Background: an optimization exercise with open tools, aiming at small area. Do not read the settings as production practice. RTL that was checked went through simulation tests only; none was proved equivalent to the original. No activity file was given, so power comes from the tool's default toggle rates.

== exp/yarrow ==
==> module cclu_multi_entry, before the edit <==
module cclu_multi_entry #(
  parameter int AW           = 32,
  parameter int TW           = 32,
  parameter int CW           = 32,
  parameter int DEPTH        = 16,
  parameter int REPLACE_MODE = 0
) (
  input  logic                         clk,
  input  logic                         reset,
  input  logic                         cmd_valid,
  output logic                         cmd_ready,
  input  logic [1:0]                   command,
  input  logic [AW-1:0]                addres_in,
  input  logic [TW-1:0]                target_in,
  input  logic [CW-1:0]                counter_in,
  output logic                         valid,
  output logic                         hit,
  output logic                         error,
  output logic [TW-1:0]                target_out,
  output logic                         isFull,
  output logic                         isEmpty,
  output logic [$clog2(DEPTH+1)-1:0]   occupancy
);
  localparam int OW = $clog2(DEPTH+1);
  localparam int IW = $clog2(DEPTH);
  logic [AW-1:0]    addr_r [DEPTH];
  logic [TW-1:0]    tgt_r  [DEPTH];
  logic [CW-1:0]    cnt_r  [DEPTH];
  logic [DEPTH-1:0] vld_r;
  logic [IW-1:0]    ord_r  [DEPTH];
  logic [OW-1:0]    occ_r;
  logic             flush_r;
  logic idle, acc, pop, fls;
  assign idle = !flush_r;
  assign acc  = idle && cmd_valid && (command == 2'b01);
  assign pop  = idle && cmd_valid && (command == 2'b10);
  assign fls  = idle && cmd_valid && (command == 2'b11);
  logic occ_zero, occ_one, occ_full;
  assign occ_zero = (occ_r == {OW{1'b0}});
  assign occ_one  = (occ_r == OW'(1));
  assign occ_full = (occ_r == OW'(DEPTH));
  assign cmd_ready = idle && !reset;
  assign occupancy = occ_r;
  assign isFull    = occ_full;
  assign isEmpty   = occ_zero;
  logic [DEPTH-1:0] m;
  logic             hit_any;
  logic [IW-1:0]    hidx;
  always_comb begin
    hidx = {IW{1'b0}};
    for (int i = 0; i < DEPTH; i++) begin
      m[i] = vld_r[i] && (addr_r[i] == addres_in);
      if (m[i]) hidx = hidx | IW'(i);
    end
  end
  assign hit_any = |m && !command[1];
  logic [DEPTH-1:0] old_oh;
  always_comb begin
    for (int i = 0; i < DEPTH; i++) old_oh[i] = (ord_r[0] == IW'(i));
  end
  logic [DEPTH-1:0] rsel;
  logic [TW-1:0]    rd_tgt;
  logic [CW-1:0]    rd_cnt;
  assign rsel = command[1] ? old_oh : m;
  always_comb begin
    rd_tgt = target_in  & {TW{!hit_any && !command[1]}};
    rd_cnt = counter_in & {CW{!hit_any}};
    for (int i = 0; i < DEPTH; i++) begin
      rd_tgt = rd_tgt | ({TW{rsel[i]}} & tgt_r[i]);
      rd_cnt = rd_cnt | ({CW{m[i]}} & cnt_r[i]);
    end
  end
  logic last;
  assign last = (rd_cnt == CW'(1));    
  logic cnt_zero, cnt_one;
  assign cnt_zero = (counter_in == {CW{1'b0}});
  assign cnt_one  = (counter_in == CW'(1));
  logic acc_hit, acc_miss, miss_store, ins, rem, hit_rem, pop_ok, repl;
  assign acc_hit    = acc && hit_any;
  assign acc_miss   = acc && !hit_any;
  assign miss_store = acc_miss && !cnt_zero && !cnt_one;
  assign repl       = (REPLACE_MODE != 0) && miss_store && occ_full;
  assign ins        = miss_store && (!occ_full || (REPLACE_MODE != 0));
  assign hit_rem    = acc_hit && last;
  assign pop_ok     = pop && !occ_zero;
  assign rem        = hit_rem || pop_ok || repl;
  logic [IW-1:0] ins_phys;
  assign ins_phys = occ_full ? ord_r[0] : ord_r[occ_r[IW-1:0]];
  logic [DEPTH-1:0] ins_oh;
  always_comb begin
    for (int i = 0; i < DEPTH; i++) ins_oh[i] = ins && (ins_phys == IW'(i));
  end
  logic [CW-1:0] wcnt;
  assign wcnt = rd_cnt - CW'(1);
  logic [DEPTH-1:0] q, s;
  logic [IW-1:0]    rem_phys;
  always_comb begin
    for (int j = 0; j < DEPTH; j++) begin
      q[j] = hit_rem ? (ord_r[j] == hidx) : (j == 0);
    end
    s[0] = q[0];
    for (int j = 1; j < DEPTH; j++) s[j] = s[j-1] || q[j];
  end
  assign rem_phys = hit_rem ? hidx : ord_r[0];
  logic [DEPTH-1:0] nf, keep_c, wr_c;
  always_comb begin
    for (int i = 0; i < DEPTH; i++) begin
      nf[i]     = !occ_full && (ord_r[occ_r[IW-1:0]] == IW'(i));
      keep_c[i] = vld_r[i] && !(acc_hit && m[i]);
      wr_c[i]   = nf[i] || (acc_hit && m[i]);
    end
    if (REPLACE_MODE != 0) begin
      for (int i = 0; i < DEPTH; i++) begin
        if (repl && old_oh[i]) begin
          nf[i]     = 1'b1;
          keep_c[i] = 1'b0;
          wr_c[i]   = 1'b1;
        end
      end
    end
  end
  always_ff @(posedge clk) begin
    for (int i = 0; i < DEPTH; i++) begin
      addr_r[i] <= (addr_r[i] & {AW{vld_r[i] && !(repl && old_oh[i])}}) |
                   (addres_in & {AW{nf[i]}});
      tgt_r[i]  <= (tgt_r[i]  & {TW{vld_r[i] && !(repl && old_oh[i])}}) |
                   (target_in & {TW{nf[i]}});
      cnt_r[i]  <= (cnt_r[i]  & {CW{keep_c[i]}}) | (wcnt & {CW{wr_c[i]}});
    end
  end
  logic [OW-1:0] occ_s;
  logic          flush_s;
  always_comb begin
    occ_s   = occ_r;
    flush_s = flush_r;
    if (flush_r) begin
      occ_s   = occ_r - OW'(1);
      flush_s = !occ_one;
    end else if (ins && !rem) begin
      occ_s = occ_r + OW'(1);
    end else if (rem && !ins) begin
      occ_s = occ_r - OW'(1);
    end else if (fls && !occ_zero) begin
      flush_s = 1'b1;
    end
  end
  logic          valid_s, hit_s, error_s, tout_en;
  logic [TW-1:0] tout_s;
  assign hit_s   = acc_hit;
  assign error_s = (acc_miss && (cnt_zero || (miss_store && !ins))) ||
                   (pop && occ_zero);
  assign tout_en = acc_hit || (acc_miss && cnt_one) || ins || pop_ok;
  assign valid_s = tout_en || (fls && occ_zero) || (flush_r && occ_one);
  assign tout_s  = rd_tgt;
  always_ff @(posedge clk or posedge reset) begin
    if (reset) begin
      for (int j = 0; j < DEPTH; j++) ord_r[j] <= IW'(j);
      vld_r      <= {DEPTH{1'b0}};
      occ_r      <= {OW{1'b0}};
      flush_r    <= 1'b0;
      valid      <= 1'b0;
      hit        <= 1'b0;
      error      <= 1'b0;
      target_out <= {TW{1'b0}};
    end else begin
      if (rem) begin
        for (int j = 0; j < DEPTH - 1; j++) begin
          if (s[j]) ord_r[j] <= ord_r[j+1];
        end
        ord_r[DEPTH-1] <= rem_phys;
      end
      if (fls && !occ_zero) begin
        vld_r <= {DEPTH{1'b0}};
      end else begin
        for (int i = 0; i < DEPTH; i++) begin
          if (ins_oh[i]) vld_r[i] <= 1'b1;
          else if (rem && (rem_phys == IW'(i))) vld_r[i] <= 1'b0;
        end
      end
      occ_r   <= occ_s;
      flush_r <= flush_s;
      valid   <= valid_s;
      hit     <= hit_s;
      error   <= error_s;
      if (tout_en) target_out <= tout_s;
    end
  end
endmodule
Settings: LEC_CHECK=0, ABC_CLOCK_PERIOD_IN_PS=6000, CAP_MARGIN=20, CORE_MARGIN=2, CORE_UTILIZATION=70, CTS_BUF_LIST=sky130_fd_sc_hd__clkbuf_8 sky130_fd_sc_hd__clkbuf_16, PLACE_DENSITY=0.8, SETUP_SLACK_MARGIN=0, SLEW_MARGIN=20; clock period 8.5 ns.
standard.sh (not shown) runs the stock make flow with config.mk's settings and CLKGATE_MAP_FILE= SYNTH_SCRIPT=/design/flow/synth_recipe.tcl, a recipe that flattens the netlist after the stock synthesis.
==> flow/flow/run.sh <==
#!/bin/bash
set -o pipefail
export CTS_ARGS="-sink_clustering_enable -repair_clock_nets -dont_use_dummy_load -sink_clustering_size 25 -sink_clustering_max_diameter 80 -buf_list {sky130_fd_sc_hd__clkbuf_8 sky130_fd_sc_hd__clkbuf_16}"
export BUFFER_PORTS_ARGS="-buffer_cell sky130_fd_sc_hd__buf_1"
bash standard.sh > standard.log 2>&1
Inputs modified between exp/yarrow and exp/nickel:
--- a/flow/design.v
+++ b/flow/design.v
@@ -89,11 +89,18 @@
   logic [DEPTH-1:0] ins_oh;
   always_comb begin
     for (int i = 0; i < DEPTH; i++) ins_oh[i] = ins && (ins_phys == IW'(i));
   end
   logic [CW-1:0] wcnt;
-  assign wcnt = rd_cnt - CW'(1);
+  logic [CW:0]   borrow;
+  always_comb begin
+    borrow[0] = 1'b1;
+    for (int k = 0; k < CW; k++) begin
+      wcnt[k]     = rd_cnt[k] ^ borrow[k];
+      borrow[k+1] = borrow[k] && !rd_cnt[k];
+    end
+  end
   logic [DEPTH-1:0] q, s;
   logic [IW-1:0]    rem_phys;
   always_comb begin
     for (int j = 0; j < DEPTH; j++) begin
       q[j] = hit_rem ? (ord_r[j] == hidx) : (j == 0);
@@ -172,11 +179,11 @@
       if (fls && !occ_zero) begin
         vld_r <= {DEPTH{1'b0}};
       end else begin
         for (int i = 0; i < DEPTH; i++) begin
           if (ins_oh[i]) vld_r[i] <= 1'b1;
-          else if (rem && (rem_phys == IW'(i))) vld_r[i] <= 1'b0;
+          else if ((hit_rem && m[i]) || ((pop_ok || repl) && old_oh[i])) vld_r[i] <= 1'b0;
         end
       end
       occ_r   <= occ_s;
       flush_r <= flush_s;
       valid   <= valid_s;
Findings:
- The lower via count came out of exp/nickel.
- Sort exp/nickel and exp/yarrow by switching fraction of total power asc -> top: exp/nickel
- Changes observed in exp/nickel relative to exp/yarrow: routed wire length lower, total internal power went down 5.0 mW.
- exp/nickel vs exp/yarrow on final cell count: exp/nickel is the lower one.
- Against exp/yarrow as the reference, exp/nickel delivers a higher effective utilization at floorplan.
- Comparing sequential share of layout area for exp/nickel and exp/yarrow, the bigger number came from exp/yarrow.
- No crash in exp/nickel: every stage finished, but the layout fails its final checks due to setup timing.
- The count of final max-slew check failures on exp/nickel is in line with that on exp/yarrow.

========
Another version of the RTL of cclu_multi_entry (not shown whole).
Size: ~6800 cells after synthesis, roughly 140 I/O pins, ~68000 sq um of cells after synthesis.
clock: 8.5 ns
lec_check: 0
abc_clock_period_in_ps: 6000
cap_margin: 20
core_margin: 2
core_utilization: 70
cts_buf_list: sky130_fd_sc_hd__clkbuf_8 sky130_fd_sc_hd__clkbuf_16
place_density: 0.8
setup_slack_margin: 0
slew_margin: 20
Scripts as last shown in full above: flow/flow/run.sh
Change:
--- a/flow/design.v
+++ b/flow/design.v
@@ -63,15 +63,15 @@
   logic [CW-1:0]    rd_cnt;
   assign rsel = command[1] ? old_oh : m;
   always_comb begin
     rd_tgt = target_in  & {TW{!hit_any && !command[1]}};
     rd_cnt = counter_in & {CW{!hit_any}};
     for (int i = 0; i < DEPTH; i++) begin
       rd_tgt = rd_tgt | ({TW{rsel[i]}} & tgt_r[i]);
-      rd_cnt = rd_cnt | ({CW{rsel[i]}} & cnt_r[i]);
+      rd_cnt = rd_cnt | ({CW{m[i]}} & cnt_r[i]);
     end
   end
   logic last;
   assign last = (rd_cnt == CW'(1));    
   logic cnt_zero, cnt_one;
   assign cnt_zero = (counter_in == {CW{1'b0}});
   assign cnt_one  = (counter_in == CW'(1));
@@ -87,30 +87,20 @@
   logic [IW-1:0] ins_phys;
   assign ins_phys = occ_full ? ord_r[0] : ord_r[occ_r[IW-1:0]];
   logic [DEPTH-1:0] ins_oh;
   always_comb begin
     for (int i = 0; i < DEPTH; i++) ins_oh[i] = ins && (ins_phys == IW'(i));
   end
   logic [CW-1:0] wcnt;
-  localparam int NB = (CW + 3) / 4;
-  logic [NB-1:0] blk_zero, blk_borrow;
+  logic [CW:0]   borrow;
   always_comb begin
-    for (int b = 0; b < NB; b++) begin
-      blk_zero[b] = 1'b1;
-      for (int k = 4*b; k < 4*b + 4; k++) begin
-        if (k < CW) blk_zero[b] = blk_zero[b] && !rd_cnt[k];
-      end
-    end
-    blk_borrow[0] = 1'b1;
-    for (int b = 1; b < NB; b++) blk_borrow[b] = blk_borrow[b-1] && blk_zero[b-1];
+    borrow[0] = 1'b1;
     for (int k = 0; k < CW; k++) begin
-      logic low_zero;
-      low_zero = blk_borrow[k/4];
-      for (int j = 4*(k/4); j < k; j++) low_zero = low_zero && !rd_cnt[j];
-      wcnt[k] = rd_cnt[k] ^ low_zero;
+      wcnt[k]     = rd_cnt[k] ^ borrow[k];
+      borrow[k+1] = borrow[k] && !rd_cnt[k];
     end
   end
   logic [DEPTH-1:0] q, s;
   logic [IW-1:0]    rem_phys;
   always_comb begin
     for (int j = 0; j < DEPTH; j++) begin
       q[j] = hit_rem ? (ord_r[j] == hidx) : (j == 0);
@@ -187,15 +177,15 @@
         ord_r[DEPTH-1] <= rem_phys;
       end
       if (fls && !occ_zero) begin
         vld_r <= {DEPTH{1'b0}};
       end else begin
         for (int i = 0; i < DEPTH; i++) begin
           if (ins_oh[i]) vld_r[i] <= 1'b1;
-          else if ((hit_rem && m[i]) || ((pop_ok || repl) && old_oh[i])) vld_r[i] <= 1'b0;
+          else if (rem && (rem_phys == IW'(i))) vld_r[i] <= 1'b0;
         end
       end
       occ_r   <= occ_s;
       flush_r <= flush_s;
       valid   <= valid_s;
       hit     <= hit_s;
       error   <= error_s;
- Now the flow finished but failed the layout checks on setup timing
- final cell count climbs by a few percent
- power is higher by a few percent
- non-clock buffer count climbs by 342
- worst hold slack got worse by 0.0073 ns
- routed wire length grows by a few percent
- flip-flop and latch count does not change
- utilization rises by 4.3 points
- combinational power rose by about a fifth

========
v13:
Another version of the RTL of cclu_multi_entry (not shown whole).
Size in the first run: roughly 6800 cells after synthesis, roughly 1700 flip-flops, about 140 I/O pins.
Settings: LEC_CHECK=0, ABC_CLOCK_PERIOD_IN_PS=6000, CAP_MARGIN=20, CORE_MARGIN=2, CORE_UTILIZATION=70, CTS_BUF_LIST=sky130_fd_sc_hd__clkbuf_8 sky130_fd_sc_hd__clkbuf_16, PLACE_DENSITY=0.8, SETUP_SLACK_MARGIN=0, SLEW_MARGIN=20; clock period 8.5 ns.
Scripts as last shown in full above: flow/flow/run.sh
Here is what was changed in the inputs of v28 compared with v13.
diff --git a/flow/design.v b/flow/design.v
--- a/flow/design.v
+++ b/flow/design.v
@@ -88,30 +88,13 @@
   assign ins_phys = occ_full ? ord_r[0] : ord_r[occ_r[IW-1:0]];
   logic [DEPTH-1:0] ins_oh;
   always_comb begin
     for (int i = 0; i < DEPTH; i++) ins_oh[i] = ins && (ins_phys == IW'(i));
   end
   logic [CW-1:0] wcnt;
-  localparam int NB = (CW + 3) / 4;
-  logic [NB-1:0] blk_zero, blk_borrow;
-  always_comb begin
-    for (int b = 0; b < NB; b++) begin
-      blk_zero[b] = 1'b1;
-      for (int k = 4*b; k < 4*b + 4; k++) begin
-        if (k < CW) blk_zero[b] = blk_zero[b] && !rd_cnt[k];
-      end
-    end
-    blk_borrow[0] = 1'b1;
-    for (int b = 1; b < NB; b++) blk_borrow[b] = blk_borrow[b-1] && blk_zero[b-1];
-    for (int k = 0; k < CW; k++) begin
-      logic low_zero;
-      low_zero = blk_borrow[k/4];
-      for (int j = 4*(k/4); j < k; j++) low_zero = low_zero && !rd_cnt[j];
-      wcnt[k] = rd_cnt[k] ^ low_zero;
-    end
-  end
+  assign wcnt = rd_cnt - CW'(1);
   logic [DEPTH-1:0] q, s;
   logic [IW-1:0]    rem_phys;
   always_comb begin
     for (int j = 0; j < DEPTH; j++) begin
       q[j] = hit_rem ? (ord_r[j] == hidx) : (j == 0);
     end
@@ -135,17 +118,15 @@
         end
       end
     end
   end
   always_ff @(posedge clk) begin
     for (int i = 0; i < DEPTH; i++) begin
-      addr_r[i] <= (addr_r[i] & {AW{vld_r[i] && !(repl && old_oh[i])}}) |
-                   (addres_in & {AW{nf[i]}});
-      tgt_r[i]  <= (tgt_r[i]  & {TW{vld_r[i] && !(repl && old_oh[i])}}) |
-                   (target_in & {TW{nf[i]}});
-      cnt_r[i]  <= (cnt_r[i]  & {CW{keep_c[i]}}) | (wcnt & {CW{wr_c[i]}});
+      addr_r[i] <= (addr_r[i] & {AW{keep_c[i]}}) | (addres_in & {AW{wr_c[i]}});
+      tgt_r[i]  <= (tgt_r[i]  & {TW{keep_c[i]}}) | (rd_tgt    & {TW{wr_c[i]}});
+      cnt_r[i]  <= (cnt_r[i]  & {CW{keep_c[i]}}) | (wcnt      & {CW{wr_c[i]}});
     end
   end
   logic [OW-1:0] occ_s;
   logic          flush_s;
   always_comb begin
     occ_s   = occ_r;
@@ -188,13 +169,13 @@
       end
       if (fls && !occ_zero) begin
         vld_r <= {DEPTH{1'b0}};
       end else begin
         for (int i = 0; i < DEPTH; i++) begin
           if (ins_oh[i]) vld_r[i] <= 1'b1;
-          else if ((hit_rem && m[i]) || ((pop_ok || repl) && old_oh[i])) vld_r[i] <= 1'b0;
+          else if (rem && (rem_phys == IW'(i))) vld_r[i] <= 1'b0;
         end
       end
       occ_r   <= occ_s;
       flush_r <= flush_s;
       valid   <= valid_s;
       hit     <= hit_s;
### Flow results
- ord_r[4][3]$_DFFE_PP0P_ as the end point of the critical path was reported by v28, and cnt_r[13][19]$_DFF_P_ by v13.
- Re via density per instance: v13 and v28 aren't equal, and the higher value belongs to v28.
- In v28, the netlist area before placement came out 1800 µm² above the value in v13.
- v28 vs. v13: total power grew by 3.3 mW, worst setup slack after layout shrank by 0.40 ns.
- Cmp v28 vs v13: global-route wire length before repair higher in v28
- From v28 to v13, setup total negative slack did not move at all.
- Per the comparison of v28 with v13, instance count of the mapped netlist grew by 495; count of multi-input combinational gates grew by 500; total instance count after detailed placement went up 588.
- v28: share of the core filled with cells in the final layout 1.0 points above v13
- v28 against v13: global-route usage +9.4 points; standard cell area after detailed placement grew by 3.4%; slew at the pin closest to its max-slew limit now sits higher.
Function not checked in v28: the RTL went through the layout flow alone.

==> separate check: timing with driven ports <==
How much do the figures lean on ideal ports? The routed layouts below were timed once more, with nothing changed but the port constraints. Step 1 sets driving cells, clkbuf_16 on the clock port and buf_2 on the other inputs (assumed; they add their load-dependent delay and slew). Step 2 adds t to the input delays and takes it off the output delays; t is the mean of the earliest and latest rising clock arrival at the registers after step 1. Input paths then give back, and output paths get back, about the clock's delay inside the block. a / b / c = ideal ports / drivers / drivers and shift; a / b = the first two.
run	t (ns)	setup slack, ns	hold slack, ns
exp/yarrow	0.768	1.024 / 1.088 / 0.320	0.461 / 0.461 / 0.461
exp/nickel	0.762	-0.279 / -0.231 / -0.992	0.455 / 0.455 / 0.455
the first run of note 2	0.764	0.989 / 1.045 / 0.281	0.462 / 0.462 / 0.462
the second run of note 2	0.787	-0.300 / -0.242 / -1.030	0.455 / 0.455 / 0.455
v13	0.768	1.185 / 1.244 / 0.475	0.461 / 0.461 / 0.461
v28	0.781	0.784 / 0.833 / 0.052	0.458 / 0.458 / 0.458
The setup slack of v28, which loses most, moves by +0.049 ns with the drivers and by -0.732 ns with both steps.
